Background: an optimization exercise with open tools, aiming at small area, a short achievable clock period and few clock cycles per item. Do not read the settings as production practice.
RTL that was checked went through simulation tests only; none was proved equivalent to the original.
Function not checked in runs 3 to 6: the RTL went through the layout flow alone.
Power figures rest on the tool's default switching activity, not on a simulated workload.

### flow/run.sh
#!/bin/bash
# synth_recipe.tcl (not shown) runs the flow's synth.tcl, then flattens the netlist and writes it again
# the make line also repeats each setting of config.mk as NAME=value (left out here)
make -C /OpenROAD-flow-scripts/flow DESIGN_CONFIG=/design/flow/config.mk WORK_HOME=/design/flow/orfs CLKGATE_MAP_FILE= SYNTH_SCRIPT=/design/flow/synth_recipe.tcl finish
### flow/config.mk
export PLATFORM = sky130hd
export DESIGN_NAME = pixel_frame_statistics_unit
export DESIGN_NICKNAME = pixel_frame_statistics_unit
export VERILOG_FILES = /design/flow/design.v
export SDC_FILE = /design/flow/constraint.sdc
export NUM_CORES = 4
export LEC_CHECK = 0
export ABC_AREA = 1
export CAP_MARGIN = 20
export CORE_MARGIN = 2
export CORE_UTILIZATION = 65
export PLACE_DENSITY = 0.8
export SETUP_SLACK_MARGIN = 2.5
export SLEW_MARGIN = 20
### flow/constraint.sdc
create_clock -name core_clock -period 4.5 [get_ports {i_clk}]
set_input_delay 0.9000 -clock core_clock [delete_from_list [all_inputs] [get_ports {i_clk}]]
set_output_delay 0.9000 -clock core_clock [all_outputs]
set_load 0.01 [all_outputs]
### flow/design.v
module pixel_frame_statistics_unit #(
    parameter int MAX_WIDTH  = 4096,
    parameter int MAX_HEIGHT = 4096
) (
    input  logic        i_clk,
    input  logic        i_rst_n,
    input  logic        i_cfg_we,
    input  logic [12:0] i_cfg_wdata,
    input  logic        i_pix_valid,
    output logic        o_pix_ready,
    input  logic [24:0] i_pix,
    output logic        o_rpt_valid,
    input  logic        i_rpt_ready,
    output logic [50:0] o_rpt
);
    logic [11:0] r_wm1;
    logic [11:0] r_col, r_row;
    logic [11:0] n_col;
    logic        r_first;               
    logic        r_ready;               
    logic        r_rep;                 
    logic [1:0]  r_kind;
    logic        r_last;                
    logic [23:0] r_bpos, r_dpos;        
    logic [23:0] r_bpix, r_dpix;        
    logic [9:0]  r_bsum, r_dsum;
    logic [23:0] r_max, r_min;          
    logic        p_valid;               
    logic [24:0] p_pix;
    logic [9:0]  p_sum;
    logic        p_wrap;                
    logic        accept, fold, taken;
    logic [9:0]  sum;
    logic        upd_b, upd_d;
    logic [2:0]  upd_max, upd_min;
    assign o_pix_ready = r_ready;
    assign accept      = i_pix_valid && r_ready;
    assign fold        = p_valid;
    assign taken       = r_rep && i_rpt_ready;
    assign o_rpt_valid = r_rep;
    assign o_rpt       = {r_kind, r_bpos, r_bpix, r_last};
    function automatic logic gt_tree(input logic [15:0] a, input logic [15:0] b, input int n);
        logic [15:0] g, e;
        for (int i = 0; i < 16; i++) begin
            g[i] = (i < n) && a[i] && !b[i];
            e[i] = (i >= n) || !(a[i] ^ b[i]);
        end
        for (int d = 1; d < 16; d = d * 2) begin
            for (int i = 0; i + d < 16; i = i + 2 * d) begin
                g[i] = g[i + d] || (e[i + d] && g[i]);
                e[i] = e[i + d] && e[i];
            end
        end
        gt_tree = g[0];
    endfunction
    always_comb begin : b_sum
        logic [7:0] x, y, z;
        logic [8:0] cs, cc;             
        logic [8:0] g, p, gp;
        x  = i_pix[24:17];
        y  = i_pix[16:9];
        z  = i_pix[8:1];
        cs = {1'b0, x ^ y ^ z};
        cc = {(x & y) | (x & z) | (y & z), 1'b0};
        g  = cs & cc;
        p  = cs ^ cc;
        gp = p;
        for (int d = 1; d < 9; d = d * 2) begin
            for (int i = 8; i >= d; i--) begin
                g[i]  = g[i] | (gp[i] & g[i - d]);
                gp[i] = gp[i] & gp[i - d];
            end
        end
        sum[0]   = p[0];
        sum[8:1] = p[8:1] ^ g[7:0];
        sum[9]   = g[8];
    end
    always_comb begin
        n_col = r_col;
        if (fold) begin
            if (p_pix[0] || p_wrap) n_col = '0;
            else                    n_col = r_col + 12'd1;
        end
    end
    always_ff @(posedge i_clk) begin
        p_pix  <= i_pix;
        p_sum  <= sum;
        if (!fold)                   p_wrap <= r_col >= r_wm1;
        else if (p_pix[0] || p_wrap) p_wrap <= r_wm1 == 12'd0;
        else                         p_wrap <= 13'(r_col) + 13'd1 >= 13'(r_wm1);
        if (!i_rst_n) p_valid <= 1'b0;
        else          p_valid <= accept;
    end
    always_ff @(posedge i_clk) begin
        if (!i_rst_n) begin
            r_wm1 <= 12'd639;
        end else if (i_cfg_we) begin
            if (i_cfg_wdata[12])
                r_wm1 <= 12'd4095;
            else if (i_cfg_wdata[11:0] == 12'd0)
                r_wm1 <= 12'd0;
            else
                r_wm1 <= i_cfg_wdata[11:0] - 12'd1;
        end
    end
    always_ff @(posedge i_clk) begin
        if (!i_rst_n) begin
            r_col   <= '0;
            r_row   <= '0;
            r_first <= 1'b1;
            r_ready <= 1'b1;
            r_rep   <= 1'b0;
            r_kind  <= 2'd0;
            r_last  <= 1'b0;
        end else begin
            r_col <= n_col;
            if (taken) begin
                r_kind <= r_kind + 2'd1;
                r_last <= r_kind == 2'd2;
                if (r_last) begin
                    r_rep   <= 1'b0;
                    r_ready <= 1'b1;
                end
            end
            if (accept && i_pix[0]) r_ready <= 1'b0;
            if (fold) begin
                r_first <= p_pix[0];
                if (p_pix[0]) begin
                    r_row <= '0;
                    r_rep <= 1'b1;
                end else if (p_wrap && r_row != 12'd4095) begin
                    r_row <= r_row + 12'd1;
                end
            end
        end
    end
    assign upd_b = fold && (r_first || gt_tree(16'(p_sum), 16'(r_bsum), 10));
    assign upd_d = fold && (r_first || gt_tree(16'(r_dsum), 16'(p_sum), 10));
    for (genvar i = 0; i < 3; i++) begin : g_ch
        assign upd_max[i] = fold && (r_first || gt_tree(16'(p_pix[8*i+1 +: 8]), 16'(r_max[8*i +: 8]), 8));
        assign upd_min[i] = fold && (r_first || gt_tree(16'(r_min[8*i +: 8]), 16'(p_pix[8*i+1 +: 8]), 8));
    end
    always_ff @(posedge i_clk) begin
        if (r_rep) begin
            if (i_rpt_ready) begin
                r_bpos <= r_dpos;
                r_bpix <= r_dpix;
                r_dpos <= '0;
                r_dpix <= r_max;
                r_max  <= r_min;
            end
        end else begin
            if (upd_b) begin
                r_bpos <= {r_col, r_row};
                r_bpix <= p_pix[24:1];
                r_bsum <= p_sum;
            end
            if (upd_d) begin
                r_dpos <= {r_col, r_row};
                r_dpix <= p_pix[24:1];
                r_dsum <= p_sum;
            end
            for (int i = 0; i < 3; i++) begin
                if (upd_max[i]) r_max[8*i +: 8] <= p_pix[8*i+1 +: 8];
                if (upd_min[i]) r_min[8*i +: 8] <= p_pix[8*i+1 +: 8];
            end
        end
    end
endmodule
==> results of run 1 <==
-- synth_stat cells, drive strengths merged (7+ instances only) --
cell type  instances
a21oi             73
a211oi             7
fa                 9
edfxtp           164
nand3             45
inv              174
dfxtp             79
nor2              81
xor2              14
buf               10
clkbuf            18
ha                95
nor3               7
nand4             14
o21ai             74
nand2            314
-- critical path, stage by stage --
cell and delay [ns]:
buf_6 0.10, fa_2 0.59, ha_4 0.15, inv_2 0.03, fa_2 0.34, o211ai_1 0.25, a21boi_2 0.11, nor2_1 0.16
o21a_1 0.16
-- final timing paths --
check | slack (ns) | depth (start not counted) | to | startpoint
worst max register to register | 2.32 | 13 | p_wrap | r_col[2]
worst min-delay path | 0.47 | 2 | r_row[11] | r_row[11]
worst max-delay path | 2.15 | 9 | p_sum[9] | i_pix[10]
worst min register to register | 0.47 | 2 | r_row[11] | r_row[11]
-- sequential cells by signal (all words and copies together), names as in the netlist, 2 cells and up --
register	count
r_bpos	24
r_bpix	24
r_row	12
r_dpix	24
r_dpos	24
p_sum	10
r_kind	2
r_dsum	10
r_col	12
r_min	24
r_max	24
r_wm1	12
r_bsum	10
p_pix	25
-- power by group through the flow --
stage	Clock (mW)	Combinational (mW)	Sequential, mW
6_report	2.02	0.863	2.71
5_1_grt	2.12	0.953	2.73
4_1_cts	2.02	0.790	2.70
3_5_place_dp	0	0.705	2.76
3_3_place_gp	0	0.666	2.75
2_1_floorplan	0	0.451	2.72
-- layout make-up --
class / instances / area [um2] / area share, %
Timing Repair inverter: 1 / 7.51 / 0.0524
Tap cell: 229 / 287 / 2.00
Multi-Input combinational cell: 773 / 4980 / 34.8
Timing Repair Buffer: 133 / 1020 / 7.12
Sequential cell: 243 / 6540 / 45.7
Clock inverter: 9 / 95.1 / 0.664
Clock buffer: 36 / 707 / 4.94
Inverter: 175 / 677 / 4.73
-- metal layers --
layer / vias up / wire (um) / global-route usage, %
met1: 4299 / 11400 / 36.3
met2: 378 / 14300 / 47.8
met5: - / 0 / 0
met3: 77 / 1980 / 4.30
li1: 4323 / - / -
met4: 0 / 876 / 11.5
-- through the flow --
stage	cell area, um2	power [mW]	utilization, %
finish	14300	5.59	80.5
global route	14300	5.79	80.5
CTS	14000	5.52	78.9
detailed placement	12900	3.46	72.5
global placement	12900	3.41	72.5
floorplan	11800	3.17	-
-- what timing repair did --
action | 4_1_cts | 5_1_grt
setup buffers | 26 | 9
resized for setup | 330 | 77
pin swaps | 37 | 32
gates cloned | 8 | 4
setup endpoints to repair | 245 | 159
-- logic make-up after synthesis --
kind of cell	Yosys count	share of synthesized area (%)
AOI/OAI and AO/OA	170	7.83
xor gates and xnor gates	17	1.34
adders and majority gates	104	11.7
buffers and inverters	203	6.67
DFF	243	55.6
and+or+nand+nor	471	16.8
==> summary.txt, run 1 <==
Setup Skew 0.0117 ns; leading area contributor after synthesis edfxtp_1; row count 49; Die ar. 19100 um2; sw power 1.45 mW; clock latency on the worst-skew pair 0.51 ns; Max Root-Sink Buffers 3; commonest non-fill, non-tap cell in the layout nand2_1; DP Worst Slack 1.26 ns; first-pass GRT wire length 43.4 mm; pwr dens 391 nW/um2; total wire length 28.5 mm; top post-synthesis cells by area edfxtp_1, dfxtp_1, ha_1, nand2_1, inv_1; Synth cell types 45; Starting Density 65.8%; layout cells sized above 1 19.2%; Final Critical Period 2.35 ns; Synth Instances 1208; Gate power share 15.4%; critical path class input pin to register; Synth Warn # 1; clock network power share 36.1%; largest net degree at the start of global routing 73; initial antenna violation count 1; Area growth syn-to-layout 22.4%; # IOs 96; WL/cell 17.8 um; Pre-antenna DRT Iters 6; critical path launch point type input pin; vias in the first global route 8889; routed vias/inst 5.68; Top FF cell, synth edfxtp_1; asr flop ratio synth 0%; Seq/Total Area, Yosys 55.6%; Worst-Margin Slew 0.718 ns; Die W 138 um; setup TNS 0 ns; H-tree Lvls 1; PnR worst setup slack 2.15 ns; Routed Antenna Nets 0; status finished clean; Sw Ratio 25.9%; n_diodes 0; Buffers on Ports 95; cts hold-fix bufs 0; Max Clk Rate 426 MHz; fin cells 1599; gr ovfl total 0; Sequential Power Share 48.5%; Post-route DRC 0; final net count 1499; # clock sinks 243; Fill cells 1058; Worst EP arrival 2.79 ns; highest-count cells in the layout ignoring fill and taps nand2_1, edfxtp_1, inv_1, ha_1, o21ai_0; Critical Path RT 4.95 ns; critical path endpoint category register; Via Count 9077; Rel. slew slack 52.1%; Syn Nets 1355; clock root buffer clkbuf_16; HP Class register to register; Total GRT Usage 28.1%; FF+latch count, synth 243; critical path fanouts, max 2; post-synthesis cell area 11700 um2; Iteration-0 DRC Markers 706; CTS buffer count 25; final hold violations 0; Placed Instances 1507; Final HPWL DP 17.6 mm; Post-synth EDFFs 164; Min Hold Slack 0.470 ns; RSZ-0062 raised after global routing yes; Avg Cell Area, Syn 9.68 um2; core area 17800 um2; clk slew on worst S/H paths 0.06 ns; period utilisation layout 52.1%; Slew Limit Fails 0; final setup fails 0; CTS tree done; share of the synthesized area in the top cell type 42.1%; routability congestion estimate 0.883; leakage 6.32 nW; # Max-Cap Violations 0; Die Y 138 um; Internal 4.15 mW; worst vdd ir 353 uV
Testbench counts, summed over its fixed seeds: cycles 32,687, pixels 31,687.
==> run 2, diff against run 1 <==
--- a/flow/config.mk
+++ b/flow/config.mk
@@ -11,2 +11,5 @@
 export CORE_UTILIZATION = 65
+export CTS_BUF_LIST = sky130_fd_sc_hd__clkbuf_16
+export CTS_CLUSTER_DIAMETER = 80
+export CTS_CLUSTER_SIZE = 20
 export PLACE_DENSITY = 0.8
==> summary.txt, run 2 <==
Seq/Total Area, Yosys 55.6% (unchanged); worst vdd ir 336 uV (-4.9%); Bufs and invs on worst path 2 (unchanged); Largest stage delay, worst path 0.60 ns (about the same); critical path's top delay family adder cells; leading area contributor after synthesis edfxtp_1; share of the synthesized area in the top cell type 42.1% (unchanged); Max Clk Rate 439 MHz (+3.1%); core area 17800 um2 (unchanged); Iteration-0 DRC Markers 640 (-9.3%); Slew Limit Fails 0 (unchanged); HP Class register to register; multi-input logic area 4920 um2 (-1.2%); Die W 138 um (unchanged); Max Root-Sink Buffers 3 (unchanged); Fill cells 1171 (+11%); Sequential Power Share 54.6% (+6.1 points); Area growth syn-to-layout 18.7%; # IOs 96 (unchanged); status finished clean; Die Y 138 um (unchanged); clock network power share 28.8% (-7.3 points); Rel. slew slack 52.2% (about the same); Placed Instances 1507 (unchanged); period utilisation layout 50.6% (-1.6 points); routed vias/inst 5.62 (-1.0%); Worst EP arrival 2.65 ns (-0.14 ns); Gate power share 16.6% (+1.2 points); highest-count cells in the layout ignoring fill and taps nand2_1, inv_1, edfxtp_1, ha_1, o21ai_0; Crit-path slowest cell fa_2; total wire length 26.7 mm (-6.4%); first-pass GRT wire length 42.1 mm (-3.0%); cts hold-fix bufs 0 (unchanged); Avg Cell Area, Syn 9.68 um2 (unchanged); Worst path depth 8 (-1); layout cells sized above 1 17.0% (-2.2 points); Routed Antenna Nets 0 (unchanged); # Max-Cap Violations 0 (unchanged); Syn Nets 1355 (unchanged); initial antenna violation count 0 (-1); Final Critical Period 2.28 ns (-0.0699 ns); Final HPWL DP 17.6 mm (unchanged); leakage 6.20 nW (-2.0%); clk slew on worst S/H paths 0.08 ns (+0.02 ns); Synth Instances 1208 (unchanged); Setup Skew 0.0134 ns (+0.00172 ns); critical path launch point type input pin; gr ovfl total 0 (unchanged); Worst-Margin Slew 0.718 ns (-0.000653 ns); top-count cell post-synth nand2_1; setup TNS 0 ns (unchanged); Post-route DRC 0 (unchanged); Via Count 8854 (-2.5%); FF-to-FF path depth 14 (+1); critical path class input pin to register; critical path endpoint category register; Post-synth EDFFs 164 (unchanged); Top FF cell, synth edfxtp_1; Largest Register p_pix; clock root buffer clkbuf_16; fin cells 1576 (-1.4%); RSZ-0062 raised after global routing yes; CTS tree done; Sw Ratio 26.8% (+0.94 points); Die ar. 19100 um2 (unchanged); Synth Warn # 1 (unchanged); cell repeated most along the worst path fa_2; largest net degree at the start of global routing 73 (unchanged); Critical Path RT 4.87 ns (-0.08 ns); H-tree Lvls 1 (unchanged); n_diodes 0 (unchanged); routability congestion estimate 0.883 (unchanged); Synth cell types 45 (unchanged); CTS buffer count 16 (-36%); vias in the first global route 8595 (-3.3%); critical path fanouts, max 2 (unchanged); pwr dens 356 nW/um2 (-9.0%); Pre-antenna DRT Iters 6 (unchanged); Min Hold Slack 0.475 ns (+0.00421 ns); final hold violations 0 (unchanged); clock latency on the worst-skew pair 0.50 ns (about the same); row count 49 (unchanged); max reg flops 25 (unchanged); asr flop ratio synth 0% (unchanged); sw power 1.32 mW (-8.5%); # clock sinks 243 (unchanged); final net count 1484 (-1.0%); FF+latch count, synth 243 (unchanged); final setup fails 0 (unchanged); top post-synthesis cells by area edfxtp_1, dfxtp_1, ha_1, nand2_1, inv_1; Starting Density 65.8% (unchanged); Total GRT Usage 27.3% (-0.75 points); Buffers on Ports 95 (unchanged); hold depth 2 (unchanged); Register Area 6540 um2 (about the same); WL/cell 16.9 um (-5.1%); Internal 3.62 mW (-13%); crit path cell chain buf_8, fa_2, ha_4, inv_2, fa_2, o211ai_1, a21boi_2, xor2_1; post-synthesis cell area 11700 um2 (unchanged); commonest non-fill, non-tap cell in the layout nand2_1; top cells by count, synth nand2_1, inv_1, edfxtp_1, ha_1, dfxtp_1
==> run 2: cell count changes in the layout (fill, tap and decap cells not counted), moves of 4 or more <==
| cell | before | now |
|---|---|---|
| buf_6 | 9 | 4 |
| clkdlybuf4s50_1 | 17 | 11 |
| nand3_2 | 8 | 4 |
| clkbuf_1 | 7 | 0 |
| nand3_1 | 37 | 41 |
| clkbuf_8 | 4 | 0 |
| clkbuf_2 | 2 | 9 |
| inv_1 | 159 | 168 |
| clkbuf_16 | 25 | 17 |
| buf_2 | 55 | 49 |
| dlymetal6s2s_1 | 1 | 7 |
==> run 2: path summary, 6_finish.rpt <==
| kind | start | slack (ns) | to |
|---|---|---|---|
| setup reg to reg | r_col[0] | 2.34 | p_wrap |
| hold reg to reg | r_row[11] | 0.47 | r_row[11] |
| hold / removal | r_row[11] | 0.47 | r_row[11] |
| setup / recovery | i_pix[18] | 2.22 | p_sum[7] |
==> run 2: cell type report <==
type / instances / share of cell area, %
clock buffers: 17 / 3.06
inverters: 175 / 4.83
multi-input cells: 771 / 35.5
clock inverters: 11 / 0.387
flip-flops and latches: 243 / 47.1
well taps: 229 / 2.06
repair buffers: 130 / 7.13
==> run 2: repair_timing <==
item,4_1_cts,5_1_grt
pin swaps,42,26
buffers inserted,24,8
resized for setup,311,80
endpoints found under the setup margin,246,130
cloned,7,2
==> run 2: tightest hold or removal path: cells and delay by family, from the launching register on <==
family | cells | cell delay (ns)
flops | 1 | 0.32
simple gates | 1 | 0.07
compound gates | 1 | 0.05
==> run 2: cells by family after synthesis <==
| logic type | Yosys count | share of synthesized area (%) |
|---|---|---|
| AND/OR/NAND/NOR | 471 | 16.8 |
| buffers and inverters | 203 | 6.67 |
| flip-flops | 243 | 55.6 |
| adder cells (fa/ha/maj) | 104 | 11.7 |
| AO/OA/AOI/OAI | 170 | 7.83 |
| XOR/XNOR | 17 | 1.34 |
==> run 2: power groups by stage <==
stage | registers (mW) | clock network, mW | logic, mW
floorplan | 2.72 | 0 | 0.451
global placement | 2.75 | 0 | 0.666
detailed placement | 2.76 | 0 | 0.705
CTS | 2.70 | 1.44 | 0.781
global route | 2.72 | 1.52 | 0.917
finish | 2.70 | 1.42 | 0.820
==> run 2: layer usage <==
layer	share of wire [%]	vias up	GRT usage, %	wire length (um)
li1	-	4272	-	-
met2	50	319	47.2	13400
met5	0	-	0	0
met3	6.5	52	3.81	1740
met4	2.1	0	7.89	571
met1	41	4211	36.5	10900
==> run 2: per-stage QoR <==
stage / utilization [%] / cell area [um2] / total power, mW / worst slack (ns)
floorplan: - / 11800 / 3.17 / 1.93
detailed placement: 72.5 / 12900 / 3.46 / 1.26
CTS: 77.0 / 13700 / 4.92 / 2.22
finish: 78.1 / 13900 / 4.94 / 2.22
global placement: 72.5 / 12900 / 3.41 / 1.31
global route: 78.1 / 13900 / 5.15 / 2.18
==> run 3, diff against run 2 <==
--- a/flow/design.v
+++ b/flow/design.v
@@ -87,5 +87,4 @@
         p_sum  <= sum;
-        if (!fold)                   p_wrap <= r_col >= r_wm1;
-        else if (p_pix[0] || p_wrap) p_wrap <= r_wm1 == 12'd0;
-        else                         p_wrap <= 13'(r_col) + 13'd1 >= 13'(r_wm1);
+        if (fold && (p_pix[0] || p_wrap)) p_wrap <= r_wm1 == 12'd0;
+        else p_wrap <= r_col >= r_wm1 || (fold && r_col + 12'd1 == r_wm1);
         if (!i_rst_n) p_valid <= 1'b0;
==> summary.txt, run 3 <==
Area growth syn-to-layout 21.8%; asr flop ratio synth 0% (unchanged); period utilisation layout 54.5% (+4.0 points); final setup fails 0 (unchanged); max reg flops 25 (unchanged); Post-route DRC 0 (unchanged); CTS tree done; largest net degree at the start of global routing 65 (-11%); top cells by count, synth nand2_1, inv_1, edfxtp_1, ha_1; crit path cell chain buf_6, fa_1, ha_4, inv_2, fa_2, o21ai_2, a21oi_2, o21bai_2, a21oi_2, nor2_1; routability congestion estimate 0.885 (+0.20%); cell repeated most along the worst path a21oi_2; # Max-Cap Violations 0 (unchanged); Largest stage delay, worst path 0.58 ns (-0.02 ns); Max Root-Sink Buffers 3 (unchanged); setup TNS 0 ns (unchanged); hold endpoint r_dsum[0]; core area 17300 um2 (-2.7%); Avg Cell Area, Syn 9.86 um2 (+1.8%); Iteration-0 DRC Markers 867 (+35%); Synth Instances 1166 (-3.5%); FF-to-FF path depth 12 (-2); vias in the first global route 8538 (-0.66%); n_diodes 0 (unchanged); DP Worst Slack 1.25 ns (-0.00943 ns); FF+latch count, synth 243 (unchanged); HP Class register to register; Critical Path RT 4.91 ns (+0.04 ns); first-pass GRT wire length 42.7 mm (+1.2%); Via Count 9033 (+2.0%); hold depth 0 (-2); clock root buffer clkbuf_16; worst vdd ir 460 uV (+37%); Worst-Margin Slew 0.665 ns (-0.0525 ns); reg-to-reg slack, setup 2.45 ns (+0.11 ns); total wire length 30.2 mm (+13%); r2r endpoint r_bpos[20]; commonest non-fill, non-tap cell in the layout nand2_1; PnR worst setup slack 2.05 ns (-0.178 ns); routed vias/inst 5.84 (+4.0%); Syn Nets 1302 (-3.9%); layout cells sized above 1 19.5% (+2.5 points); share of the synthesized area in the top cell type 42.9% (+0.75 points); critical path fanouts, max 2 (unchanged); Largest Register p_pix; final hold violations 0 (unchanged); Synth cell types 47 (+4.4%); # IOs 96 (unchanged); Die W 137 um (-0.86%); Min Hold Slack 0.477 ns (+0.00259 ns); Die Y 137 um (-0.86%); Final Critical Period 2.45 ns (+0.178 ns); top post-synthesis cells by area edfxtp_1, dfxtp_1, ha_1, nand2_1, inv_1; CTS buffer count 16 (unchanged); final net count 1447 (-2.5%); leakage 6.12 nW (-1.2%); Hold Startpoint p_sum[0]; Max Clk Rate 407 MHz (-7.3%); # clock sinks 243 (unchanged); critical path endpoint category register; Setup Skew 0.0256 ns (+0.0122 ns); Crit-path slowest cell fa_1; highest-count cells in the layout ignoring fill and taps nand2_1, edfxtp_1, inv_1, o21ai_0, ha_1; Top FF cell, synth edfxtp_1; Rel. slew slack 55.7% (+3.5 points); Post-synth EDFFs 164 (unchanged); Final HPWL DP 16.8 mm (-4.4%); status finished clean; reg2reg start p_sum[1]; top-count cell post-synth nand2_1; initial antenna violation count 0 (unchanged); RSZ-0062 raised after global routing yes; Slew Limit Fails 0 (unchanged); Buffers on Ports 95 (unchanged); Fill cells 1003 (-14%); Total GRT Usage 29.2% (+1.9 points); Starting Density 66.4% (+0.65 points); pwr dens 370 nW/um2 (+3.9%); critical path launch point type input pin; H-tree Lvls 1 (unchanged); Routed Antenna Nets 0 (unchanged); clk slew on worst S/H paths 0.08 ns (about the same); Worst EP arrival 2.86 ns (+0.21 ns); clock latency on the worst-skew pair 0.50 ns (about the same); row count 48 (-2.0%); leading area contributor after synthesis edfxtp_1; Synth Warn # 1 (unchanged); Pre-antenna DRT Iters 6 (unchanged); WL/cell 19.5 um (+15%); post-synthesis cell area 11500 um2 (-1.8%); Die ar. 18800 um2 (-1.7%); gr ovfl total 0 (unchanged); Seq/Total Area, Yosys 56.6% (+0.99 points); critical path class input pin to register
## run 3: cell types whose count changed after synthesis, moves of 5 or more
cell / before / now
inv_1: 173 / 167
ha_1: 95 / 84
nor2_2: 5 / 0
o21ai_0: 71 / 79
clkbuf_1: 18 / 24
buf_2: 6 / 0
nand2_1: 309 / 279
## run 3: layer usage
layer | up-vias | track usage [%] | part of all wire, %
li1 | 4203 | - | -
met3 | 96 | 4.41 | 7.8
met1 | 4260 | 37.9 | 38
met5 | - | 0 | 0
met2 | 474 | 50.1 | 50
met4 | 0 | 10.1 | 4.2
## run 3: critical path, delay by kind of cell
family / cells / cell delay [ns]
buffers and inverters: 2 / 0.14
AO/OA/AOI/OAI: 4 / 0.53
AND/OR/NAND/NOR: 1 / 0.19
adder cells (fa/ha/maj): 3 / 1.10
## run 3: layout make-up
class / count / area [um2] / share of cell area (%)
clock buffers: 17 / 425 / 3.04
repair inverters: 3 / 22.5 / 0.161
flip-flops and latches: 243 / 6530 / 46.6
multi-input cells: 741 / 4920 / 35.1
inverters: 169 / 653 / 4.67
clock inverters: 11 / 57.6 / 0.411
well taps: 225 / 282 / 2.01
repair buffers: 137 / 1120 / 7.97
## run 3: kinds of logic after synthesis
logic type | Yosys count | share of synthesized area [%]
AOI/OAI and AO/OA | 183 | 8.81
xor gates and xnor gates | 14 | 1.19
adders and majority gates | 93 | 10.7
buffers and inverters | 195 | 6.40
DFF | 243 | 56.6
and+or+nand+nor | 438 | 16.3
## run 3: how the worst max path moves through the flow
stage,end,start,slack [ns]
3_5_place_dp,p_sum[9],i_pix[17],1.25
5_1_grt,p_sum[9],i_pix[9],1.99
2_1_floorplan,p_sum[9],i_pix[2],1.90
6_report,p_sum[9],i_pix[18],2.05
3_3_place_gp,p_sum[9],i_pix[2],1.35
4_1_cts,p_sum[9],i_pix[2],2.17
## run 3: what timing repair did
item | in CTS | in global routing
resized for setup | 316 | 114
buffers inserted | 22 | 18
setup endpoints to repair | 313 | 248
hold buffers | 0 | 0
cloned | 10 | 6
pin swaps | 42 | 43
## run 3: power breakdown
group          internal, mW  total, mW  switching, mW  leakage, nW
clock network         0.697       1.46          0.765        0.273
registers              2.60       2.71          0.111         2.20
logic                 0.420       1.00          0.583         3.65
## run 3: per-stage QoR
stage	util, %	cell area, um2	power (mW)	instances
final	80.9	14000	5.18	1546
after global routing	80.9	14000	5.36	1546
after CTS	78.8	13600	4.98	1522
after detailed placement	73.4	12700	3.44	1462
after global placement	73.4	12700	3.40	1462
after floorplan	-	11600	3.16	1166
==> run 4, diff against run 3 <==
--- a/flow/config.mk
+++ b/flow/config.mk
@@ -17 +17,2 @@
 export SLEW_MARGIN = 20
+export TNS_END_PERCENT = 10
==> summary.txt, run 4 <==
# Max-Cap Violations 0 (unchanged); Largest Register p_pix; Die W 137 um (unchanged); Crit-path slowest cell fa_1; GRT met3 Usage 3.30% (-1.1 points); first-pass GRT wire length 39.8 mm (-6.7%); Final Util 79.4% (-1.5 points); critical path endpoint category register; Die ar. 18800 um2 (unchanged); Total GRT Usage 27.0% (-2.2 points); Final Critical Period 2.38 ns (-0.0752 ns); top-count cell post-synth nand2_1; crit path cell chain dlygate4sd2_1, fa_1, ha_4, nand2_1, o21ai_2, a21oi_2, o21bai_1, a21oi_1, nor2_1; Post-synth EDFFs 164 (unchanged); Via Count 8633 (-4.4%); layout cells sized above 1 11.2% (-8.3 points); Area growth syn-to-layout 19.6%; period utilisation layout 52.9% (-1.7 points); Rel. slew slack 46.6% (-9.1 points); Top FF cell, synth edfxtp_1; Max Clk Rate 420 MHz (+3.2%); Fill cells 1107 (+10%); critical path class input pin to register; max reg flops 25 (unchanged); n_diodes 0 (unchanged); clock root buffer clkbuf_16; FF+latch count, synth 243 (unchanged); setup TNS 0 ns (unchanged); # clock sinks 243 (unchanged); Synth Warn # 1 (unchanged); grt met1 use 37.3% (-0.64 points); clock latency on the worst-skew pair 0.49 ns (about the same); pwr dens 364 nW/um2 (-1.5%); H-tree Lvls 1 (unchanged); RSZ-0062 raised after global routing yes; Gate power share 17.2% (-2.2 points); worst vdd ir 295 uV (-36%); Setup Skew 0.0156 ns (-0.00999 ns); GR peak layer met2; top post-synthesis cells by area edfxtp_1, dfxtp_1, ha_1, nand2_1, inv_1; highest-count cells in the layout ignoring fill and taps nand2_1, inv_1, edfxtp_1, ha_1, dfxtp_1; routed vias/inst 5.65 (-3.4%); Synth cell types 47 (unchanged); final net count 1430 (-1.2%); Synth Instances 1166 (unchanged); Largest stage delay, worst path 0.54 ns (-0.04 ns); final setup fails 0 (unchanged); Sw Ratio 26.9% (-1.3 points); gr ovfl total 0 (unchanged); Slew Limit Fails 0 (unchanged); largest net degree at the start of global routing 82 (+26%); Worst-Margin Slew 0.802 ns (+0.136 ns); clock network power share 28.9% (+0.6 points); Buffers on Ports 95 (unchanged); CTS buffer count 16 (unchanged); leading area contributor after synthesis edfxtp_1; Syn Nets 1302 (unchanged); reg-to-reg slack, setup 2.32 ns (-0.13 ns); sw power 1.35 mW (-7.8%); Post-route DRC 0 (unchanged); status finished clean; top cells by count, synth nand2_1, inv_1, edfxtp_1, ha_1; share of the synthesized area in the top cell type 42.9% (unchanged); routability congestion estimate 0.880 (-0.49%); post-synthesis cell area 11500 um2 (unchanged); total wire length 26.5 mm (-12%); row count 48 (unchanged); grt met2 use 46.1% (-4.0 points); Starting Density 66.4% (unchanged); # IOs 96 (unchanged); Routed Antenna Nets 0 (unchanged); final hold violations 0 (unchanged); Worst EP arrival 2.81 ns (-0.05 ns); Die Y 137 um (unchanged); CTS tree done; Internal 3.66 mW (-1.5%); cts hold-fix bufs 0 (unchanged); Seq/Total Area, Yosys 56.6% (unchanged); Avg Cell Area, Syn 9.86 um2 (unchanged); Sequential Power Share 53.8% (+1.4 points); critical path launch point type input pin; Final HPWL DP 16.6 mm (-1.0%); commonest non-fill, non-tap cell in the layout nand2_1; Max Root-Sink Buffers 3 (unchanged); vias in the first global route 7988 (-6.4%); initial antenna violation count 0 (unchanged); critical path fanouts, max 4 (+2); Iteration-0 DRC Markers 662 (-24%); Pre-antenna DRT Iters 5 (-1); core area 17300 um2 (unchanged); HP Class register to register; Critical Path RT 4.93 ns (+0.02 ns); PnR worst setup slack 2.12 ns (+0.0752 ns); asr flop ratio synth 0% (unchanged); WL/cell 17.3 um (-11%); DP Worst Slack 1.27 ns (+0.0218 ns); Min Hold Slack 0.469 ns (-0.00798 ns); leakage 6.07 nW (-0.82%); clk slew on worst S/H paths 0.09 ns (about the same)
run 4: layout make-up:
| type | instances | area (um2) | area share [%] |
|---|---|---|---|
| Sequential cell | 243 | 6510 | 47.4 |
| Multi-Input combinational cell | 732 | 4560 | 33.2 |
| Timing Repair Buffer | 131 | 1260 | 9.18 |
| Inverter | 169 | 638 | 4.64 |
| Clock buffer | 17 | 425 | 3.10 |
| Tap cell | 225 | 282 | 2.05 |
| Clock inverter | 11 | 57.6 | 0.419 |
| Timing Repair inverter | 1 | 5.00 | 0.0364 |
run 4: per-layer routing:
layer / vias up / share of wire (%)
met1: 4117 / 41
met5: - / 0
met3: 52 / 6.5
li1: 4150 / -
met2: 314 / 51
met4: 0 / 2.4
run 4: power groups by stage:
stage               sequential [mW]  combinational, mW  clock [mW]
global route                   2.71              0.957        1.54
detailed placement             2.74              0.683           0
CTS                            2.69              0.761        1.46
floorplan                      2.72              0.432           0
global placement               2.74              0.652           0
finish                         2.69              0.863        1.45
run 4: per-stage QoR:
| stage | area, um2 | total power, mW | cells |
|---|---|---|---|
| detailed placement | 12700 | 3.43 | 1464 |
| global placement | 12700 | 3.39 | 1464 |
| global route | 13700 | 5.21 | 1529 |
| floorplan | 11500 | 3.15 | 1166 |
| finish | 13700 | 5.01 | 1529 |
| CTS | 13400 | 4.91 | 1511 |
run 4: cell families after synthesis:
| group | Yosys count | share of synthesized area (%) |
|---|---|---|
| AOI/OAI and AO/OA | 183 | 8.81 |
| xor gates and xnor gates | 14 | 1.19 |
| adders and majority gates | 93 | 10.7 |
| buffers and inverters | 195 | 6.40 |
| DFF | 243 | 56.6 |
| and+or+nand+nor | 438 | 16.3 |
run 4: final timing paths:
| check | from | end | depth (start not counted) |
|---|---|---|---|
| max reg2reg | r_rep | r_dpix[6] | 6 |
| min reg2reg | p_sum[1] | r_dsum[1] | 0 |
| max | i_pix[4] | p_sum[9] | 9 |
| min | p_sum[1] | r_dsum[1] | 0 |
run 4: timing repair:
action | in CTS | in global routing
buffers inserted | 18 | 14
gates cloned | 1 | 4
pin swaps | 13 | 31
setup endpoints to repair | 306 | 332
resized for setup | 65 | 72
run 4: worst max-delay path: cells and delay by family:
kind | cells | cell delay, ns
compound gates | 4 | 0.61
simple gates | 2 | 0.17
buf+inv | 1 | 0.27
fa+ha+maj | 2 | 0.86
==> run 5, diff against run 4 <==
--- a/flow/config.mk
+++ b/flow/config.mk
@@ -15,4 +15,3 @@
 export PLACE_DENSITY = 0.8
-export SETUP_SLACK_MARGIN = 2.5
+export SETUP_SLACK_MARGIN = 2.0
 export SLEW_MARGIN = 20
-export TNS_END_PERCENT = 10
==> summary.txt, run 5 <==
status finished clean; final net count 1405 (-1.7%); first-pass GRT wire length 38.4 mm (-3.6%); Top FF cell, synth edfxtp_1; asr flop ratio synth 0% (unchanged); leading area contributor after synthesis edfxtp_1; max reg flops 25 (unchanged); critical path launch point type input pin; highest-count cells in the layout ignoring fill and taps nand2_1, inv_1, edfxtp_1, ha_1, clkdlybuf4s50_1; Final Util 77.0% (-2.4 points); Iteration-0 DRC Markers 636 (-3.9%); Critical Path RT 4.92 ns (about the same); Syn Nets 1302 (unchanged); Largest stage delay, worst path 0.53 ns (about the same); worst vdd ir 350 uV (+19%); commonest non-fill, non-tap cell in the layout nand2_1; share of the synthesized area in the top cell type 42.9% (unchanged); HP Class register to register; Min Hold Slack 0.464 ns (-0.00547 ns); RSZ-0062 raised after global routing no; Worst-Margin Slew 0.832 ns (+0.0307 ns); DP Worst Slack 1.26 ns (-0.0125 ns); top post-synthesis cells by area edfxtp_1, dfxtp_1, ha_1, nand2_1, inv_1; total wire length 23.8 mm (-10%); routability congestion estimate 0.899 (+2.1%); largest net degree at the start of global routing 55 (-33%); critical path class input pin to register; # clock sinks 243 (unchanged); cts hold-fix bufs 0 (unchanged); Die ar. 18800 um2 (unchanged); Max Root-Sink Buffers 3 (unchanged); # Max-Cap Violations 0 (unchanged); Rel. slew slack 44.5% (-2.1 points); Avg Cell Area, Syn 9.86 um2 (unchanged); CTS buffer count 16 (unchanged); CTS tree done; post-synthesis cell area 11500 um2 (unchanged); Routed Antenna Nets 0 (unchanged); Die W 137 um (unchanged); Post-synth EDFFs 164 (unchanged); Die Y 137 um (unchanged); clk slew on worst S/H paths 0.08 ns (about the same); crit path cell chain dlygate4sd2_1, fa_1, buf_4, ha_1, a21oi_1, nand2_1, a21oi_1, nor2_1, nor2_1, xor2_1; top cells by count, synth nand2_1, inv_1, edfxtp_1, ha_1; vias in the first global route 7945 (-0.54%); routed vias/inst 5.51 (-2.5%); Max Clk Rate 404 MHz (-3.9%); Starting Density 66.4% (unchanged); critical path endpoint category register; Register Area 6510 um2 (about the same); clock root buffer clkbuf_16; Via Count 8289 (-4.0%); pwr dens 365 nW/um2 (about the same); top-count cell post-synth nand2_1; Final Critical Period 2.48 ns (+0.0977 ns); Worst EP arrival 2.89 ns (+0.08 ns); gr ovfl total 0 (unchanged); critical path fanouts, max 3 (-1); row count 48 (unchanged); Synth cell types 47 (unchanged); Largest Register p_pix; WL/cell 15.8 um (-8.7%); leakage 5.82 nW (-4.2%); setup TNS 0 ns (unchanged); # IOs 96 (unchanged); period utilisation layout 55.0% (+2.2 points); Total GRT Usage 26.0% (-1.0 points); Setup Skew 0.0221 ns (+0.00648 ns); Critical path origin i_pix[3]; hold depth 0 (unchanged); Fill cells 1178 (+6.4%); reg2reg start p_valid; PnR worst setup slack 2.02 ns (-0.0977 ns); FF-to-FF path depth 5 (-1); Slew Limit Fails 0 (unchanged); Pre-antenna DRT Iters 6 (+1); Seq/Total Area, Yosys 56.6% (unchanged); Buffers on Ports 95 (unchanged); Hold Startpoint p_sum[0]; core area 17300 um2 (unchanged); Post-route DRC 0 (unchanged); final hold violations 0 (unchanged); Area growth syn-to-layout 16.0%; Synth Warn # 1 (unchanged); Crit-path slowest cell fa_1; multi-input logic area 4320 um2 (-5.3%); initial antenna violation count 1 (+1); clock latency on the worst-skew pair 0.49 ns (about the same); Final HPWL DP 17.1 mm (+3.0%); layout cells sized above 1 5.94% (-5.3 points); final setup fails 0 (unchanged); Synth Instances 1166 (unchanged); H-tree Lvls 1 (unchanged); FF+latch count, synth 243 (unchanged)
run 5: cell count changes in the layout (fill, tap and decap cells not counted), sizes merged, moves of 2 or more:
cell | previous run | this run
clkinvlp | 2 | 0
dlymetal6s2s | 15 | 5
clkbuf | 21 | 18
nand2 | 289 | 285
buf | 41 | 16
clkdlybuf4s50 | 61 | 80
run 5: path summary, 6_finish.rpt:
kind / end / slack, ns
worst min-delay path: r_dsum[0] / 0.46
worst min register to register: r_dsum[0] / 0.46
worst max-delay path: p_sum[6] / 2.02
worst max register to register: r_bpix[10] / 2.18
run 5: cell type report:
type	instances	area share, %
repair buffers	111	8.25
diodes	1	0.0188
flip-flops and latches	243	48.9
clock inverters	11	0.413
well taps	225	2.11
clock buffers	17	3.19
multi-input cells	728	32.4
inverters	169	4.76
run 5: cell families (layout without fill, tap and decap cells):
group                    count (synthesis)  after routing  share of synthesized area, %
AO/OA/AOI/OAI                          183            183                          8.81
XOR/XNOR                                14             14                          1.19
adder cells (fa/ha/maj)                 93             93                          10.7
buffers and inverters                  195            308                          6.40
flip-flops                             243            243                          56.6
other                                    0              1                             0
AND/OR/NAND/NOR                        438            438                          16.3
run 5: worst max-delay path: cells and delay by family:
| kind | cells | cell delay (ns) |
|---|---|---|
| XOR/XNOR | 1 | 0.15 |
| AO/OA/AOI/OAI | 2 | 0.38 |
| adder cells (fa/ha/maj) | 2 | 0.73 |
| AND/OR/NAND/NOR | 3 | 0.31 |
| buffers and inverters | 2 | 0.42 |
run 5: report_power, final:
part / internal, mW / total (mW) / switching [mW]
clock: 0.694 / 1.42 / 0.728
combinational: 0.318 / 0.741 / 0.423
sequential: 2.59 / 2.70 / 0.105
run 5: through the flow:
step	instance area, um2	std cells	power, mW
2_1_floorplan	11500	1166	3.15
3_3_place_gp	12700	1464	3.39
3_5_place_dp	12700	1464	3.44
4_1_cts	13300	1499	4.87
5_1_grt	13300	1505	5.08
6_report	13300	1505	4.86
run 5: metal layers:
metal / wire [um] / share of wire [%] / vias up / GRT usage, %
met5: 0 / 0 / - / 0
met4: 617 / 2.6 / 0 / 7.56
met3: 1270 / 5.3 / 42 / 4.04
met2: 11700 / 49 / 218 / 44.2
met1: 10200 / 43 / 3931 / 34.7
li1: - / - / 4098 / -
run 5: what timing repair did:
action                                  4_1_cts  5_1_grt
endpoints found under the setup margin       76       84
setup buffers                                 7        5
gates cloned                                  0        0
resized for setup                            21       15
pin swaps                                     7       13
==> run 6, diff against run 5 <==
--- a/flow/config.mk
+++ b/flow/config.mk
@@ -15,3 +15,4 @@
 export PLACE_DENSITY = 0.8
-export SETUP_SLACK_MARGIN = 2.0
+export SETUP_SLACK_MARGIN = 3.0
 export SLEW_MARGIN = 20
+export TNS_END_PERCENT = 10
==> summary.txt, run 6 <==
Post-synth EDFFs 164 (unchanged); Setup Skew 0.0259 ns (+0.00381 ns); setup TNS 0 ns (unchanged); Routed Antenna Nets 0 (unchanged); max reg flops 25 (unchanged); # clock sinks 243 (unchanged); # Max-Cap Violations 0 (unchanged); Slew Limit Fails 0 (unchanged); Final HPWL DP 17.1 mm (+0.16%); WL/cell 17.1 um (+8.0%); commonest non-fill, non-tap cell in the layout nand2_1; routability congestion estimate 0.893 (-0.67%); Avg Cell Area, Syn 9.86 um2 (unchanged); post-synthesis cell area 11500 um2 (unchanged); Worst EP arrival 2.78 ns (-0.11 ns); layout cells sized above 1 15.6% (+9.7 points); critical path endpoint category register; Syn Nets 1302 (unchanged); asr flop ratio synth 0% (unchanged); Top FF cell, synth edfxtp_1; total wire length 26.1 mm (+9.6%); status finished clean; crit path cell chain buf_8, fa_1, ha_4, inv_2, fa_2, o21ai_4, buf_4, buf_4, buf_4, xor2_1; final net count 1427 (+1.6%); Area growth syn-to-layout 20.2%; gr ovfl total 0 (unchanged); H-tree Lvls 1 (unchanged); top cells by count, synth nand2_1, inv_1, edfxtp_1, ha_1; Gate power share 17.7% (+2.5 points); row count 48 (unchanged); Largest stage delay, worst path 0.58 ns (+0.05 ns); FF+latch count, synth 243 (unchanged); multi-input logic area 4690 um2 (+8.6%); critical path class input pin to register; Sequential Power Share 53.8% (-1.7 points); final hold violations 0 (unchanged); Post-route DRC 0 (unchanged); Buffers on Ports 95 (unchanged); leading area contributor after synthesis edfxtp_1; clock network power share 28.5% (-0.8 points); Internal 3.68 mW (+2.1%); Register Area 6520 um2 (+0.15%); vias in the first global route 8129 (+2.3%); first-pass GRT wire length 40.0 mm (+4.4%); Die W 137 um (unchanged); fin cells 1527 (+1.5%); period utilisation layout 52.4% (-2.6 points); Sw Ratio 26.8% (+0.94 points); Max Clk Rate 424 MHz (+5.0%); pwr dens 364 nW/um2 (-0.21%); clock latency on the worst-skew pair 0.49 ns (about the same); Starting Density 66.4% (unchanged); Final Critical Period 2.36 ns (-0.117 ns); HP Class register to register; Min Hold Slack 0.461 ns (-0.00297 ns); final setup fails 0 (unchanged); RSZ-0062 raised after global routing yes; cell repeated most along the worst path buf_4; Via Count 8488 (+2.4%); top-count cell post-synth nand2_1; leakage 6.09 nW (+4.7%); Synth cell types 47 (unchanged); critical path launch point type input pin; CTS tree done; Worst-Margin Slew 0.975 ns (+0.142 ns); highest-count cells in the layout ignoring fill and taps nand2_1, edfxtp_1, inv_1, ha_1, dfxtp_1; top post-synthesis cells by area edfxtp_1, dfxtp_1, ha_1, nand2_1, inv_1; Synth Warn # 1 (unchanged); Synth Instances 1166 (unchanged); Seq/Total Area, Yosys 56.6% (unchanged); Total GRT Usage 27.4% (+1.4 points); CTS buffer count 16 (unchanged); Die ar. 18800 um2 (unchanged); initial antenna violation count 1 (unchanged); Max Root-Sink Buffers 3 (unchanged); Placed Instances 1465 (+0.068%); critical path fanouts, max 2 (-1); Critical Path RT 4.92 ns (about the same); Die Y 137 um (unchanged); # IOs 96 (unchanged); routed vias/inst 5.56 (+0.93%); Crit-path slowest cell fa_1; share of the synthesized area in the top cell type 42.9% (unchanged); Fill cells 1083 (-8.1%); Largest Register p_pix; Pre-antenna DRT Iters 5 (-1); Iteration-0 DRC Markers 630 (-0.94%); Rel. slew slack 35.0% (-9.4 points); clk slew on worst S/H paths 0.09 ns (about the same); Bufs and invs on worst path 5 (+3); clock root buffer clkbuf_16; core area 17300 um2 (unchanged); worst vdd ir 460 uV (+31%); largest net degree at the start of global routing 111 (+100%); critical path's top delay family adder cells; sw power 1.35 mW (+7.2%)
==> run 6: cell types whose count changed in the layout (fill, tap and decap cells not counted), moves of 9 or more <==
cell / delta
clkdlybuf4s50_1: -56
clkbuf_2: +26
buf_4: +15
inv_1: -13
dlygate4sd2_1: +9
inv_2: +9
==> run 6: power groups by stage <==
stage	registers [mW]	clock network, mW	logic (mW)
finish	2.70	1.43	0.891
detailed placement	2.75	0	0.693
floorplan	2.72	0	0.435
CTS	2.70	1.44	0.830
global route	2.72	1.51	0.986
global placement	2.74	0	0.658
==> run 6: timing repair <==
| item | CTS | global route |
|---|---|---|
| gates cloned | 4 | 2 |
| pin swaps | 25 | 29 |
| endpoints found under the hold margin | 0 | 0 |
| endpoints found under the setup margin | 356 | 356 |
| gates resized for setup | 98 | 174 |
| buffers inserted | 14 | 13 |
| hold buffers | 0 | 0 |
==> run 6: through the flow <==
step / total power, mW / util, % / area [um2] / setup WS [ns]
floorplan: 3.16 / - / 11500 / 1.90
global placement: 3.40 / 73.4 / 12700 / 1.33
detailed placement: 3.44 / 73.4 / 12700 / 1.29
CTS: 4.97 / 78.4 / 13600 / 2.19
global route: 5.22 / 79.8 / 13800 / 2.14
finish: 5.03 / 79.9 / 13800 / 2.14
==> run 6: final cells by class <==
type / instances / area share [%]
diodes: 1 / 0.0181
clock buffers: 17 / 3.08
repair buffers: 130 / 8.61
multi-input cells: 730 / 33.9
repair inverters: 1 / 0.0543
inverters: 169 / 4.67
well taps: 225 / 2.04
clock inverters: 11 / 0.389
flip-flops and latches: 243 / 47.2
==> run 6: worst reg2reg max path, cell delays in order, from the launching register on <==
cell and delay [ns]:
edfxtp_1 0.36, inv_1 0.06, ha_1 0.22, nor3b_2 0.16, o211ai_1 0.15, nand2_1 0.10
nand2_1 0.10, nand2_1 0.08, nand2_1 0.06, nand2_1 0.06, nand2_2 0.12, nand2_8 0.23
==> run 6: per-layer routing <==
metal / global-route usage (%) / up-vias / part of all wire [%]
li1: - / 4147 / -
met4: 9.56 / 0 / 3.1
met2: 45.1 / 282 / 48
met1: 37.1 / 4000 / 42
met5: 0 / - / 0
met3: 4.33 / 59 / 6.2
==> run 6: final timing paths <==
path	startpoint	to	slack (ns)	depth (start not counted)
max	i_pix[2]	p_sum[5]	2.14	10
max reg2reg	r_bsum[1]	r_bpix[5]	2.40	11
min	p_sum[0]	r_bsum[0]	0.46	0
min reg2reg	p_sum[0]	r_bsum[0]	0.46	0
==> run 6: cell families after synthesis <==
family                   Yosys count  synth area share (%)
AO/OA/AOI/OAI                    183                  8.81
flip-flops                       243                  56.6
adder cells (fa/ha/maj)           93                  10.7
buffers and inverters            195                  6.40
XOR/XNOR                          14                  1.19
AND/OR/NAND/NOR                  438                  16.3
==> run 7, diff against run 6 <==
--- a/flow/design.v
+++ b/flow/design.v
@@ -35,4 +35,4 @@
     logic [2:0]  upd_max, upd_min;
-    assign o_pix_ready = r_ready;
-    assign accept      = i_pix_valid && r_ready;
+    assign o_pix_ready = r_ready || (r_last && i_rpt_ready);
+    assign accept      = i_pix_valid && o_pix_ready;
     assign fold        = p_valid;
==> summary.txt, run 7 <==
placed cell areas 12600 um2 (-0.56%); pwr dens 356 nW/um2 (-2.1%); total wire length 31.1 mm (+19%); Largest stage delay, worst path 0.59 ns (about the same); Top FF cell, synth edfxtp_1; sw power 1.43 mW (+6.5%); Avg Cell Area, Syn 9.81 um2 (-0.44%); final net count 1456 (+2.0%); highest-count cells in the layout ignoring fill and taps nand2_1, edfxtp_1, inv_1, ha_1, dfxtp_1; first-pass GRT wire length 41.4 mm (+3.4%); final setup fails 0 (unchanged); WL/cell 20.0 um (+17%); Pre-antenna DRT Iters 6 (+1); status finished clean; Sw Ratio 27.8% (+0.99 points); post-synthesis cell area 11500 um2 (-0.19%); critical path class input pin to register; Synth Instances 1169 (+0.26%); # Max-Cap Violations 0 (unchanged); asr flop ratio synth 0% (unchanged); Fill cells 917 (-15%); clock network power share 28.2% (-0.3 points); Synth Warn # 1 (unchanged); setup TNS 0 ns (unchanged); Critical Path RT 4.92 ns (about the same); reg2reg start p_pix[18]; Area growth syn-to-layout 26.4%; multi-input logic area 4870 um2 (+3.9%); Worst EP arrival 2.80 ns (+0.02 ns); Final HPWL DP 17.1 mm (-0.19%); Sequential Power Share 52.8% (-1.0 points); final hold violations 0 (unchanged); clock root buffer clkbuf_16; clk slew on worst S/H paths 0.08 ns (about the same); leakage 6.27 nW (+2.9%); row count 48 (unchanged); Gate power share 19.0% (+1.3 points); worst vdd ir 400 uV (-13%); Final Critical Period 2.38 ns (+0.0192 ns); core area 17300 um2 (unchanged); Seq/Total Area, Yosys 56.7% (+0.10 points); HP Class register to register; Buffers on Ports 95 (unchanged); vias in the first global route 8114 (-0.18%); top cells by count, synth nand2_1, edfxtp_1, inv_1, ha_1, dfxtp_1; routed vias/inst 5.94 (+6.8%); RSZ-0062 raised after global routing yes; Via Count 9232 (+8.8%); H-tree Lvls 1 (unchanged); FF+latch count, synth 243 (unchanged); Routed Antenna Nets 0 (unchanged); leading area contributor after synthesis edfxtp_1; gr ovfl total 0 (unchanged); top post-synthesis cells by area edfxtp_1, dfxtp_1, nand2_1, ha_1, inv_1; Max Root-Sink Buffers 3 (unchanged); max reg flops 25 (unchanged); crit path cell chain buf_6, fa_1, ha_4, inv_2, fa_2, o21ai_4, a21oi_2, o21bai_1, a21oi_1, nor2_1; Total GRT Usage 28.5% (+1.2 points); Rel. slew slack 51.6% (+17 points); initial antenna violation count 0 (-1); Die W 137 um (about the same); critical path launch point type input pin; clock latency on the worst-skew pair 0.49 ns (about the same); n_diodes 0 (-1); Hold Startpoint p_sum[1]; # clock sinks 243 (unchanged); period utilisation layout 52.9% (+0.43 points); Die ar. 18700 um2 (-0.17%); critical path fanouts, max 2 (unchanged); Syn Nets 1305 (+0.23%); top-count cell post-synth nand2_1; commonest non-fill, non-tap cell in the layout nand2_1; Synth cell types 37 (-21%); Post-synth EDFFs 164 (unchanged); Critical path origin i_pix[2]; critical path endpoint category register; routability congestion estimate 0.917 (+2.7%); Die Y 137 um (about the same); # IOs 96 (unchanged); total power 5.16 mW (+2.7%); Max Clk Rate 420 MHz (-0.81%); layout cells sized above 1 17.5% (+1.9 points); Crit-path slowest cell fa_1; CTS buffer count 16 (unchanged); Worst-Margin Slew 0.723 ns (-0.251 ns); Setup Skew 0.0166 ns (-0.00928 ns); Starting Density 66.3% (-0.12 points); share of the synthesized area in the top cell type 42.9% (+0.079 points); Slew Limit Fails 0 (unchanged); Iteration-0 DRC Markers 1015 (+61%); largest net degree at the start of global routing 56 (-50%); CTS tree done; cell area after layout 14500 um2 (+5.0%); Register Area 6520 um2 (about the same); Post-route DRC 0 (unchanged); Largest Register p_pix; Internal 3.73 mW (+1.4%)
==> run 7: through the flow <==
stage	worst slack, ns	utilization (%)	instances	hold slack [ns]
finish	2.12	83.8	1555	0.470
global route	2.05	83.8	1555	0.477
CTS	2.17	78.3	1512	0.472
detailed placement	1.27	73.0	1464	0.457
global placement	1.34	73.0	1464	0.442
floorplan	1.90	-	1169	0.426
==> run 7: repair_timing <==
item                       CTS  global route
setup endpoints to repair  354           352
resized for setup          123           219
cloned                       6             8
setup buffers               14            35
hold buffers                 0             0
pin swaps                   31            22
==> run 7: final timing paths <==
path                     to  slack, ns  cells past startpoint
setup / recovery   p_sum[9]       2.12                     10
hold / removal    r_dsum[1]       0.47                      0
setup reg to reg  r_min[23]       2.23                      9
hold reg to reg   r_dsum[1]       0.47                      0
==> run 7: kinds of logic (layout without fill, tap and decap cells) <==
family	Yosys count	count (layout)	share of synthesized area, %
AOI/OAI and AO/OA	172	172	8.24
xor gates and xnor gates	13	13	0.993
adders and majority gates	93	93	10.7
DFF	243	243	56.7
buffers and inverters	196	353	6.54
and+or+nand+nor	452	456	16.8
==> run 7: cell type report <==
type,instances,area share (%)
Tap cell,225,1.94
Timing Repair Buffer,156,11.7
Sequential cell,243,45.0
Clock buffer,17,2.93
Multi-Input combinational cell,734,33.6
Clock inverter,11,0.397
Inverter,168,4.49
Timing Repair inverter,1,0.0345
==> run 7: layer usage <==
layer	wire, um	track usage, %	vias to the layer above
met5	0	0	-
met4	1260	7.27	0
met3	2900	3.52	110
met2	15400	49.1	571
met1	11600	38.8	4323
li1	-	-	4228
==> run 7: worst max-delay path: cells and delay by family <==
family	cells	cell delay [ns]
fa+ha+maj	3	1.12
compound gates	4	0.52
buf+inv	2	0.14
simple gates	1	0.12
==> run 7: power by group through the flow <==
stage / combinational (mW) / sequential, mW / clock, mW
after floorplan: 0.434 / 2.73 / 0
after global placement: 0.649 / 2.75 / 0
after detailed placement: 0.686 / 2.76 / 0
after CTS: 0.828 / 2.71 / 1.43
after global routing: 1.07 / 2.74 / 1.54
final: 0.983 / 2.73 / 1.45
Testbench counts of run 7, summed over its fixed seeds: cycles 32,511, pixels 31,687.
==> run 8, diff against run 7 <==
==> flow/flow/run.sh (new file) <==
#!/bin/bash
# The standard layout (the standard.sh, standard synthesis unchanged), with
# one change: the port buffers that placement inserts are sky130_fd_sc_hd__buf_2
# cells instead of the delay cells buffer_ports picks by default. Every input and
# output port still gets its own buffer; the resizer may still resize them.
set -euo pipefail
export BUFFER_PORTS_ARGS="-buffer_cell sky130_fd_sc_hd__buf_2"
bash standard.sh finish > standard_make.log 2>&1
==> flow/standard.sh (new file) <==
#!/bin/bash
# synth_recipe.tcl (not shown) runs the flow's synth.tcl, then flattens the netlist and writes it again
# the make line also repeats each setting of config.mk as NAME=value (left out here)
make -C /OpenROAD-flow-scripts/flow DESIGN_CONFIG=/design/flow/config.mk WORK_HOME=/design/flow/orfs CLKGATE_MAP_FILE= SYNTH_SCRIPT=/design/flow/synth_recipe.tcl "${@:-finish}"
removed: flow/run.sh
==> summary.txt, run 8 <==
status finished clean; FF+latch count, synth 243 (unchanged); Fill cells 1123 (+22%); WL/cell 16.8 um (-16%); Worst-Margin Slew 0.871 ns (+0.148 ns); Slew Limit Fails 0 (unchanged); Setup Skew 0.0163 ns (-0.000345 ns); Avg Cell Area, Syn 9.81 um2 (unchanged); Total GRT Usage 26.5% (-2.1 points); gr ovfl total 0 (unchanged); vias in the first global route 8001 (-1.4%); Critical Path RT 3.60 ns (-1.32 ns); post-synthesis cell area 11500 um2 (unchanged); Top Metal Used met4; Area growth syn-to-layout 15.5%; Die ar. 18700 um2 (unchanged); clock root buffer clkbuf_16; clk slew on worst S/H paths 0.08 ns (about the same); largest net degree at the start of global routing 68 (+21%); clock latency on the worst-skew pair 0.49 ns (about the same); Post-synth EDFFs 164 (unchanged); # IOs 96 (unchanged); Final Critical Period 2.33 ns (-0.0509 ns); Pre-antenna DRT Iters 6 (unchanged); Post-route DRC 0 (unchanged); period utilisation layout 51.7% (-1.1 points); first-pass GRT wire length 38.9 mm (-6.1%); # clock sinks 243 (unchanged); Die Y 137 um (unchanged); M1 wire length 10.8 mm (-6.7%); critical path launch point type input pin; layout cells sized above 1 15.4% (-2.2 points); CTS buffer count 16 (unchanged); crit path cell chain buf_2, nand2_1, nand2_1, buf_2; Synth Instances 1169 (unchanged); Max Clk Rate 430 MHz (+2.2%); pwr dens 374 nW/um2 (+4.9%); HP Class register to register; setup TNS 0 ns (unchanged); critical path class input pin to output pin; leading area contributor after synthesis edfxtp_1; routability congestion estimate 0.863 (-5.9%); commonest non-fill, non-tap cell in the layout nand2_1; Iteration-0 DRC Markers 658 (-35%); top post-synthesis cells by area edfxtp_1, dfxtp_1, nand2_1, ha_1, inv_1; CTS tree done; H-tree Lvls 1 (unchanged); routed wl met3 1.74 mm (-40%); placed cell areas 12100 um2 (-3.8%); top-count cell post-synth nand2_1; Largest stage delay, worst path 0.16 ns (-0.43 ns); routed vias/inst 5.67 (-4.4%); final hold violations 0 (unchanged); max reg flops 25 (unchanged); Syn Nets 1305 (unchanged); core area 17300 um2 (unchanged); critical path endpoint category output pin; critical path fanouts, max 3 (+1); # Max-Cap Violations 0 (unchanged); leakage 5.92 nW (-5.6%); Die W 137 um (unchanged); total wire length 25.6 mm (-18%); Starting Density 66.3% (unchanged); Synth cell types 37 (unchanged); final setup fails 0 (unchanged); Buffers on Ports 95 (unchanged); highest-count cells in the layout ignoring fill and taps nand2_1, inv_1, edfxtp_1, buf_2, ha_1; Seq/Total Area, Yosys 56.7% (unchanged); Via Count 8631 (-6.5%); Top FF cell, synth edfxtp_1; Crit-path slowest cell buf_2; asr flop ratio synth 0% (unchanged); RSZ-0062 raised after global routing yes; share of the synthesized area in the top cell type 42.9% (unchanged); top cells by count, synth nand2_1, edfxtp_1, inv_1, ha_1, dfxtp_1; cell area after layout 13300 um2 (-8.6%); final net count 1421 (-2.4%); Final HPWL DP 16.4 mm (-3.8%); initial antenna violation count 0 (unchanged); Worst EP arrival 1.43 ns (-1.37 ns); Largest Register p_pix; met2 routed WL 12.5 mm (-19%); Max Root-Sink Buffers 3 (unchanged); row count 48 (unchanged); Rel. slew slack 41.9% (-9.7 points); worst vdd ir 317 uV (-21%); reg-to-reg slack, setup 2.30 ns (+0.07 ns); Routed Antenna Nets 0 (unchanged); Synth Warn # 1 (unchanged)
[run 8: final cells by class]
cell class | count | area, um2 | area share [%]
multi-input cells | 743 | 4620 | 34.9
diodes | 1 | 2.50 | 0.0189
inverters | 168 | 634 | 4.79
flip-flops and latches | 243 | 6520 | 49.2
clock inverters | 11 | 57.6 | 0.434
clock buffers | 17 | 425 | 3.21
well taps | 225 | 282 | 2.12
repair buffers | 113 | 709 | 5.35
[run 8: layer usage]
| metal | vias to the layer above | GRT usage [%] |
|---|---|---|
| met2 | 326 | 44.9 |
| met5 | - | 0 |
| met4 | 0 | 6.41 |
| met1 | 4084 | 36.4 |
| li1 | 4173 | - |
| met3 | 48 | 3.63 |
[run 8: cell families after synthesis]
group / synth area share [%]
DFF: 56.7
and+or+nand+nor: 16.8
xor gates and xnor gates: 0.993
AOI/OAI and AO/OA: 8.24
adders and majority gates: 10.7
buffers and inverters: 6.54
[run 8: final timing paths]
path,startpoint,to,depth (start not counted)
max,i_rpt_ready,o_pix_ready,4
min,p_sum[1],r_dsum[1],0
max reg2reg,r_bsum[1],r_bsum[7],12
min reg2reg,p_sum[1],r_dsum[1],0
[run 8: metrics by stage]
stage	setup slack (ns)	util, %	instances	hold slack (ns)	power (mW)
2_1_floorplan	1.90	-	1169	0.426	3.16
3_3_place_gp	1.69	70.2	1463	0.450	3.35
3_5_place_dp	1.61	70.2	1463	0.459	3.39
4_1_cts	2.15	74.6	1506	0.479	4.85
5_1_grt	2.12	76.6	1520	0.474	5.14
6_report	2.17	76.6	1521	0.458	4.95
[run 8: timing repair]
| item | 4_1_cts | 5_1_grt |
|---|---|---|
| hold buffers | 0 | 0 |
| gates resized for setup | 26 | 33 |
| cloned | 7 | 6 |
| pin swaps | 9 | 9 |
| setup endpoints to repair | 338 | 349 |
| hold endpoints to repair | 0 | 0 |
| setup buffers | 8 | 8 |
[run 8: critical path, delay by kind of cell]
family                 cells  cell delay, ns
buffers and inverters      2            0.29
and+or+nand+nor            2            0.24
[run 8: where the power goes]
group	switching [mW]	leakage [nW]	internal, mW
registers	0.109	2.20	2.60
clock network	0.734	0.273	0.696
logic	0.491	3.45	0.319
total	1.33	5.92	3.62
==> run 9, diff against run 8 <==
--- a/flow/config.mk
+++ b/flow/config.mk
@@ -15,3 +15,3 @@
 export PLACE_DENSITY = 0.8
-export SETUP_SLACK_MARGIN = 3.0
+export SETUP_SLACK_MARGIN = 2.5
 export SLEW_MARGIN = 20
==> summary.txt, run 9 <==
reg2reg start p_sum[1]; critical path launch point type input pin; Final Critical Period 2.38 ns (+0.0551 ns); Synth cell types 37 (unchanged); total power 4.80 mW (-3.1%); Post-synth EDFFs 164 (unchanged); routability congestion estimate 0.868 (+0.58%); Avg Cell Area, Syn 9.81 um2 (unchanged); Slew Limit Fails 0 (unchanged); Starting Density 66.3% (unchanged); Critical path origin i_pix[2]; final setup fails 0 (unchanged); Max Clk Rate 420 MHz (-2.3%); r2r endpoint r_dpos[17]; RSZ-0062 raised after global routing yes; hold depth 0 (unchanged); final hold violations 0 (unchanged); Routed Antenna Nets 0 (unchanged); Placed Instances 1463 (unchanged); status finished clean; Hold Startpoint p_sum[0]; leakage 5.72 nW (-3.4%); top-count cell post-synth nand2_1; sw power 1.26 mW (-5.8%); Die Y 137 um (unchanged); Setup Skew 0.0221 ns (+0.00583 ns); first-pass GRT wire length 37.6 mm (-3.2%); Sequential Power Share 56.3% (+1.6 points); leading area contributor after synthesis edfxtp_1; setup TNS 0 ns (unchanged); # clock sinks 243 (unchanged); Min Hold Slack 0.491 ns (+0.0326 ns); clock latency on the worst-skew pair 0.49 ns (about the same); gr ovfl total 0 (unchanged); Internal 3.54 mW (-2.1%); row count 48 (unchanged); max reg flops 25 (unchanged); Top FF cell, synth edfxtp_1; Max Root-Sink Buffers 3 (unchanged); critical path fanouts, max 2 (-1); critical path class input pin to register; n_diodes 0 (-1); cts hold-fix bufs 0 (unchanged); fin cells 1495 (-1.7%); Via Count 8172 (-5.3%); PnR worst setup slack 2.12 ns (-0.0551 ns); clk slew on worst S/H paths 0.08 ns (about the same); highest-count cells in the layout ignoring fill and taps nand2_1, inv_1, edfxtp_1, buf_2, ha_1; Die W 137 um (unchanged); multi-input logic area 4290 um2 (-7.2%); CTS tree done; commonest non-fill, non-tap cell in the layout nand2_1; layout cells sized above 1 11.9% (-3.5 points); reg-to-reg slack, setup 2.22 ns (-0.08 ns); placed cell areas 12100 um2 (unchanged); Post-route DRC 0 (unchanged); Register Area 6510 um2 (-0.15%); HP Class register to register; period utilisation layout 53.0% (+1.2 points); Iteration-0 DRC Markers 597 (-9.3%); hold endpoint r_dsum[0]; clock network power share 29.8% (+0.9 points); routed vias/inst 5.47 (-3.7%); Pre-antenna DRT Iters 5 (-1); worst vdd ir 397 uV (+25%); FF-to-FF path depth 11 (-1); WL/cell 15.5 um (-7.5%); cell area after layout 12700 um2 (-3.9%); # Max-Cap Violations 0 (unchanged); largest net degree at the start of global routing 67 (-1.5%); Final HPWL DP 16.7 mm (+1.3%); H-tree Lvls 1 (unchanged); Final Util 73.7% (-3.0 points); vias in the first global route 7791 (-2.6%); Worst-Margin Slew 0.784 ns (-0.0869 ns); share of the synthesized area in the top cell type 42.9% (unchanged); asr flop ratio synth 0% (unchanged); final net count 1396 (-1.8%); Die ar. 18700 um2 (unchanged); Critical Path RT 4.93 ns (+1.33 ns); Syn Nets 1305 (unchanged); pwr dens 376 nW/um2 (+0.78%); top cells by count, synth nand2_1, edfxtp_1, inv_1, ha_1, dfxtp_1; CTS buffer count 16 (unchanged); initial antenna violation count 0 (unchanged); total wire length 23.2 mm (-9.1%); clock root buffer clkbuf_16; Gate power share 13.9% (-2.5 points); # IOs 96 (unchanged); Rel. slew slack 47.7% (+5.8 points); critical path endpoint category register; DP Worst Slack 1.63 ns (+0.0275 ns); post-synthesis cell area 11500 um2 (unchanged); Synth Instances 1169 (unchanged); Synth Warn # 1 (unchanged); top post-synthesis cells by area edfxtp_1, dfxtp_1, nand2_1, ha_1, inv_1; Buffers on Ports 95 (unchanged); Sw Ratio 26.2% (-0.75 points); Total GRT Usage 25.4% (-1.0 points); Worst EP arrival 2.81 ns (+1.38 ns); Area growth syn-to-layout 11.1%; FF+latch count, synth 243 (unchanged); Largest Register p_pix; Seq/Total Area, Yosys 56.7% (unchanged); core area 17300 um2 (unchanged); Fill cells 1276 (+14%)
[run 9: worst max-delay path: stages]
cell and delay, ns:
buf_8 0.10, fa_1 0.57, ha_2 0.20, inv_2 0.04
fa_2 0.37, o21ai_2 0.15, a21oi_1 0.08, o21bai_1 0.21
a21oi_1 0.10, nor2_1 0.09
[run 9: worst max path at each step]
stage               endpoint  slack, ns
global placement    p_sum[9]       1.70
finish              p_sum[9]       2.12
detailed placement  p_sum[9]       1.63
floorplan           p_sum[9]       1.90
global route        p_sum[9]       2.03
CTS                 p_sum[9]       2.15
[run 9: what timing repair did]
item | CTS | global route
cloned | 2 | 0
gates resized for setup | 7 | 8
endpoints found under the setup margin | 196 | 246
pin swaps | 4 | 8
buffers inserted | 1 | 1
[run 9: cell families (layout without fill, tap and decap cells)]
family | after synthesis | after routing | share of synthesized area, %
AND/OR/NAND/NOR | 452 | 454 | 16.8
flip-flops | 243 | 243 | 56.7
buffers and inverters | 196 | 295 | 6.54
AO/OA/AOI/OAI | 172 | 172 | 8.24
adder cells (fa/ha/maj) | 93 | 93 | 10.7
XOR/XNOR | 13 | 13 | 0.993
[run 9: layout make-up]
type                            instances  share of cell area, %
Tap cell                              225                   2.21
Clock buffer                           17                   3.34
Inverter                              168                   4.95
Sequential cell                       243                   51.1
Clock inverter                         11                  0.452
Timing Repair Buffer                   99                   4.30
Multi-Input combinational cell        732                   33.7
[run 9: power groups by stage]
stage / combinational [mW] / sequential, mW / clock (mW)
final: 0.668 / 2.70 / 1.43
after global routing: 0.767 / 2.72 / 1.53
after CTS: 0.660 / 2.70 / 1.45
after detailed placement: 0.639 / 2.75 / 0
after global placement: 0.599 / 2.75 / 0
after floorplan: 0.434 / 2.73 / 0
[run 9: routing by layer]
layer | track usage [%] | share of wire, % | up-vias | routed length, um
li1 | - | - | 4100 | -
met1 | 35.2 | 44 | 3829 | 10300
met2 | 43.1 | 49 | 210 | 11300
met3 | 3.59 | 5.3 | 33 | 1230
met4 | 5.73 | 1.7 | 0 | 391
met5 | 0 | 0 | - | 0
